This is an optimization exercise on Yosys and OpenROAD, whose aim is small area and a short achievable clock period, not a production implementation. In this exercise RTL edits were held to simulation tests only and were not proved equivalent to the original. No activity file was given, so power comes from the tool's default toggle rates.

== before ==
==> flow/design.v <==
module sd_dma_sink #(
   parameter int FIFO_DEPTH_LOG2  = 6,
   parameter int BLOCK_BYTES_LOG2 = 9
) (
   input  logic                     clk,
   input  logic                     reset_n,
   input  logic [31:0]              wb_adr_i,
   input  logic [31:0]              wb_dat_i,
   input  logic [3:0]               wb_sel_i,
   input  logic                     wb_we_i,
   input  logic                     wb_cyc_i,
   input  logic                     wb_stb_i,
   input  logic [2:0]               wb_cti_i,
   input  logic [1:0]               wb_bte_i,
   output logic                     wb_ack_o,
   output logic [31:0]              wb_dat_o,
   input  logic                     flush,
   output logic [7:0]               out_data,
   output logic                     out_valid,
   input  logic                     out_ready,
   output logic                     block_done,
   output logic [FIFO_DEPTH_LOG2:0] fifo_level,
   output logic                     overflow_err
);
   localparam int unsigned DEPTH = 1 << FIFO_DEPTH_LOG2;
   localparam int          LW    = FIFO_DEPTH_LOG2 + 1;
   logic                        ack_q;      
   logic                        ovf_q;
   logic [LW-1:0]               level;      
   logic [31:0]                 st_x;       
   logic                        st_we;      
   logic                        byp_q;      
   logic                        byp2_q;     
   logic                        ph;         
   logic [DEPTH-1:0]            wslot;      
   logic [DEPTH-1:0]            rsel;       
   logic [31:0]                 mem [DEPTH];
   logic [31:0]                 hd_lo_q;    
   logic [31:0]                 hd_hi_q;    
   logic [7:0]                  out_q;      
   logic [23:0]                 rem_q;      
   logic [1:0]                  idx_q;
   logic                        valid_q;
   logic [BLOCK_BYTES_LOG2-1:0] byte_cnt;
   logic                        done_q;
   logic req, take, push, accept, last_byte, pop, load;
   logic [31:0] head;
   assign req       = wb_cyc_i & wb_stb_i;
   assign take      = ~ack_q & req & ~level[LW-1] & ~flush;
   assign push      = take & wb_we_i & (wb_sel_i == 4'hF);
   assign accept    = valid_q & out_ready;
   assign last_byte = accept & (idx_q == 2'd3);
   assign pop       = ~flush & (level != '0) & (~valid_q | last_byte);
   assign load      = (level != '0) & (~valid_q | (out_ready & (idx_q == 2'd3)));
   logic unused_bus;
   assign unused_bus = ^{wb_adr_i, wb_cti_i, wb_bte_i};
   always_ff @(posedge clk or negedge reset_n) begin
      if (!reset_n) begin
         ack_q <= 1'b0;
         ovf_q <= 1'b0;
      end else begin
         ack_q <= take;
         if (take & wb_we_i & (wb_sel_i != 4'hF)) ovf_q <= 1'b1;
      end
   end
   assign wb_ack_o     = ack_q;
   assign wb_dat_o     = '0;
   assign overflow_err = ovf_q;
   always_ff @(posedge clk or negedge reset_n) begin
      if (!reset_n) begin
         level  <= '0;
         st_we  <= 1'b0;
         byp_q  <= 1'b0;
         byp2_q <= 1'b0;
      end else begin
         st_we  <= push;
         byp_q  <= push & ((level == '0) | ((level == LW'(1)) & pop));
         byp2_q <= byp_q & ~pop & ~flush;
         if (flush) level <= '0;
         else case ({push, pop})
            2'b10:   level <= level + 1'b1;
            2'b01:   level <= level - 1'b1;
            default: level <= level;
         endcase
      end
   end
   always_ff @(posedge clk) begin
      if (push) st_x <= wb_dat_i ^ {32{~ph}};
   end
   assign fifo_level = level;
   logic [31:0] col;
   logic [31:0] rd_lo [DEPTH/2+1];
   logic [31:0] rd_hi [DEPTH/2+1];
   always_ff @(posedge clk or negedge reset_n) begin
      if (!reset_n) ph <= 1'b0;
      else          ph <= ~ph;
   end
   always_ff @(posedge clk or negedge reset_n) begin
      if (!reset_n) col <= '1;
      else          col <= push ? (wb_dat_i ^ {32{~ph}})
                                : {32{~level[LW-1] | pop | flush}};
   end
   always_ff @(posedge clk or negedge reset_n) begin
      if (!reset_n)   wslot <= DEPTH'(1);
      else if (flush) wslot <= DEPTH'(1);
      else if (st_we) wslot <= {wslot[DEPTH-2:0], wslot[DEPTH-1]};
   end
   always_ff @(posedge clk or negedge reset_n) begin
      if (!reset_n)   rsel <= DEPTH'(1);
      else if (flush) rsel <= DEPTH'(1);
      else if (pop)   rsel <= {rsel[DEPTH-2:0], rsel[DEPTH-1]};
   end
   for (genvar i = 0; i < DEPTH; i++) begin : g_row
      always_ff @(posedge clk) begin
         mem[i] <= ~(({32{wslot[i]}} & col) | mem[i]);
      end
   end
   assign rd_lo[0] = '0;
   assign rd_hi[0] = '0;
   for (genvar i = 0; i < DEPTH/2; i++) begin : g_rd
      assign rd_lo[i+1] = rd_lo[i] | (mem[i] & {32{rsel[i]}});
      assign rd_hi[i+1] = rd_hi[i] | (mem[DEPTH/2+i] & {32{rsel[DEPTH/2+i]}});
   end
   always_ff @(posedge clk) begin
      hd_lo_q <= rd_lo[DEPTH/2];
      hd_hi_q <= rd_hi[DEPTH/2];
   end
   assign head = ((byp_q | byp2_q) ? st_x : (hd_lo_q | hd_hi_q)) ^ {32{~byp_q ^ ph}};
   always_ff @(posedge clk or negedge reset_n) begin
      if (!reset_n) begin
         idx_q   <= '0;
         valid_q <= 1'b0;
      end else if (flush) begin
         idx_q   <= '0;
         valid_q <= 1'b0;
      end else if (pop) begin
         idx_q   <= '0;
         valid_q <= 1'b1;
      end else if (accept) begin
         idx_q <= idx_q + 1'b1;
         if (idx_q == 2'd3) valid_q <= 1'b0;
      end
   end
   always_ff @(posedge clk) begin
      if (load) begin
         rem_q <= head[31:8];
      end else if (out_ready) begin
         rem_q[15:0] <= rem_q[23:8];
      end
   end
   logic sel_ld, sel_sh, sel_hd;
   assign sel_ld = load;
   assign sel_sh = ~load & out_ready;
   assign sel_hd = ~load & ~out_ready;
   always_ff @(posedge clk) begin
      out_q <= (head[7:0] & {8{sel_ld}}) | (rem_q[7:0] & {8{sel_sh}}) |
               (out_q & {8{sel_hd}});
   end
   assign out_data  = out_q;
   assign out_valid = valid_q;
   always_ff @(posedge clk or negedge reset_n) begin
      if (!reset_n) begin
         byte_cnt <= '0;
         done_q   <= 1'b0;
      end else if (flush) begin
         byte_cnt <= '0;
         done_q   <= 1'b0;
      end else begin
         done_q <= accept & (byte_cnt == '1);
         if (accept) byte_cnt <= byte_cnt + 1'b1;
      end
   end
   assign block_done = done_q;
endmodule
Settings: LEC_CHECK=0, CAP_MARGIN=20, CORE_MARGIN=2, CORE_UTILIZATION=60, CTS_CLUSTER_DIAMETER=90, CTS_CLUSTER_SIZE=25, SETUP_SLACK_MARGIN=2.7, SLEW_MARGIN=20; clock period 5.0 ns.
standard.sh (not shown) runs the stock make flow with config.mk's settings and CLKGATE_MAP_FILE= SYNTH_SCRIPT=/design/flow/synth_recipe.tcl, a recipe that flattens the netlist after the stock synthesis.
==> flow/flow/run.sh <==
#!/bin/bash
# The standard layout (standard.sh) with two changes:
#  - the port buffers inserted during placement are sky130_fd_sc_hd__buf_4
#    (buffer_ports otherwise picks a delay cell on this platform);
#  - clock tree synthesis without dummy loads, sink clusters of at most 25
#    flip-flops within 90 um.
set -e
export BUFFER_PORTS_ARGS="-buffer_cell sky130_fd_sc_hd__buf_4"
export CTS_ARGS="-sink_clustering_enable -repair_clock_nets -sink_clustering_size 25 -sink_clustering_max_diameter 90 -dont_use_dummy_load"
bash standard.sh > standard_flow.log 2>&1
before ended with every stage complete and zero timing, DRC or antenna violations.
## Diff of input files: after against before
diff --git a/flow/design.v b/flow/design.v
--- a/flow/design.v
+++ b/flow/design.v
@@ -31,12 +31,13 @@
    logic                        st_we;      
    logic                        byp_q;      
    logic                        byp2_q;     
    logic                        ph;         
    logic [DEPTH-1:0]            wslot;      
    logic [DEPTH-1:0]            rsel;       
+   logic                        rs_q;       
    logic [31:0]                 mem [DEPTH];
    logic [31:0]                 hd_lo_q;    
    logic [31:0]                 hd_hi_q;    
    logic [7:0]                  out_q;      
    logic [23:0]                 rem_q;      
    logic [1:0]                  idx_q;
@@ -98,24 +99,28 @@
    always_ff @(posedge clk or negedge reset_n) begin
       if (!reset_n) col <= '1;
       else          col <= push ? (wb_dat_i ^ {32{~ph}})
                                 : {32{~level[LW-1] | pop | flush}};
    end
    always_ff @(posedge clk or negedge reset_n) begin
-      if (!reset_n)   wslot <= DEPTH'(1);
-      else if (flush) wslot <= DEPTH'(1);
-      else if (st_we) wslot <= {wslot[DEPTH-2:0], wslot[DEPTH-1]};
+      if (!reset_n) rs_q <= 1'b1;
+      else          rs_q <= 1'b0;
    end
-   always_ff @(posedge clk or negedge reset_n) begin
-      if (!reset_n)   rsel <= DEPTH'(1);
-      else if (flush) rsel <= DEPTH'(1);
-      else if (pop)   rsel <= {rsel[DEPTH-2:0], rsel[DEPTH-1]};
+   always_ff @(posedge clk) begin
+      if (flush | rs_q) wslot <= DEPTH'(1);
+      else if (st_we)   wslot <= {wslot[DEPTH-2:0], wslot[DEPTH-1]};
    end
+   always_ff @(posedge clk) begin
+      if (flush | rs_q) rsel <= DEPTH'(1);
+      else if (pop)     rsel <= {rsel[DEPTH-2:0], rsel[DEPTH-1]};
+   end
+   logic [DEPTH-1:0] wrow;
+   assign wrow = wslot | {{(DEPTH-1){1'b0}}, rs_q};
    for (genvar i = 0; i < DEPTH; i++) begin : g_row
       always_ff @(posedge clk) begin
-         mem[i] <= ~(({32{wslot[i]}} & col) | mem[i]);
+         mem[i] <= ~(({32{wrow[i]}} & col) | mem[i]);
       end
    end
    assign rd_lo[0] = '0;
    assign rd_hi[0] = '0;
    for (genvar i = 0; i < DEPTH/2; i++) begin : g_rd
       assign rd_lo[i+1] = rd_lo[i] | (mem[i] & {32{rsel[i]}});
==> comparison <==
Diff after..before | routed via count divided by cell count | negligible. On final critical path time including I/O delays and setup: between before and after, it ends up higher for before. Compared with before, in after register bit count reported by yosys essentially unchanged; area of placed instances saw a decrease; static leakage down 2.2%.

-- port drivers added, routing unchanged --
Ports are ideal in the flow. The routed layouts listed here were re-timed in OpenROAD.
Step 1, drivers: a clkbuf_16 drives clk and a buf_2 each remaining input, both assumed.
Step 2 times the ports against the registers' clock, not the clock port: input delays grow and output delays shrink by t, the midpoint of the rising clock arrivals with the driver on.
a / b / c = ideal / step 1 / step 2; a / b = the first two.
run | shift t [ns] | setup slack, ns | worst setup path after step 2 | clock arrival spread, ns
before | 0.840 | 2.658 / 2.572 / 2.021 | input to register | 0.042 / 0.042
after | 0.847 | 2.667 / 2.583 / 2.014 | input to register | 0.041 / 0.041
After both steps setup and hold are still met in every run listed. For after, which loses most, drivers alone change the setup slack by -0.084 ns; drivers and shift together by -0.653 ns.
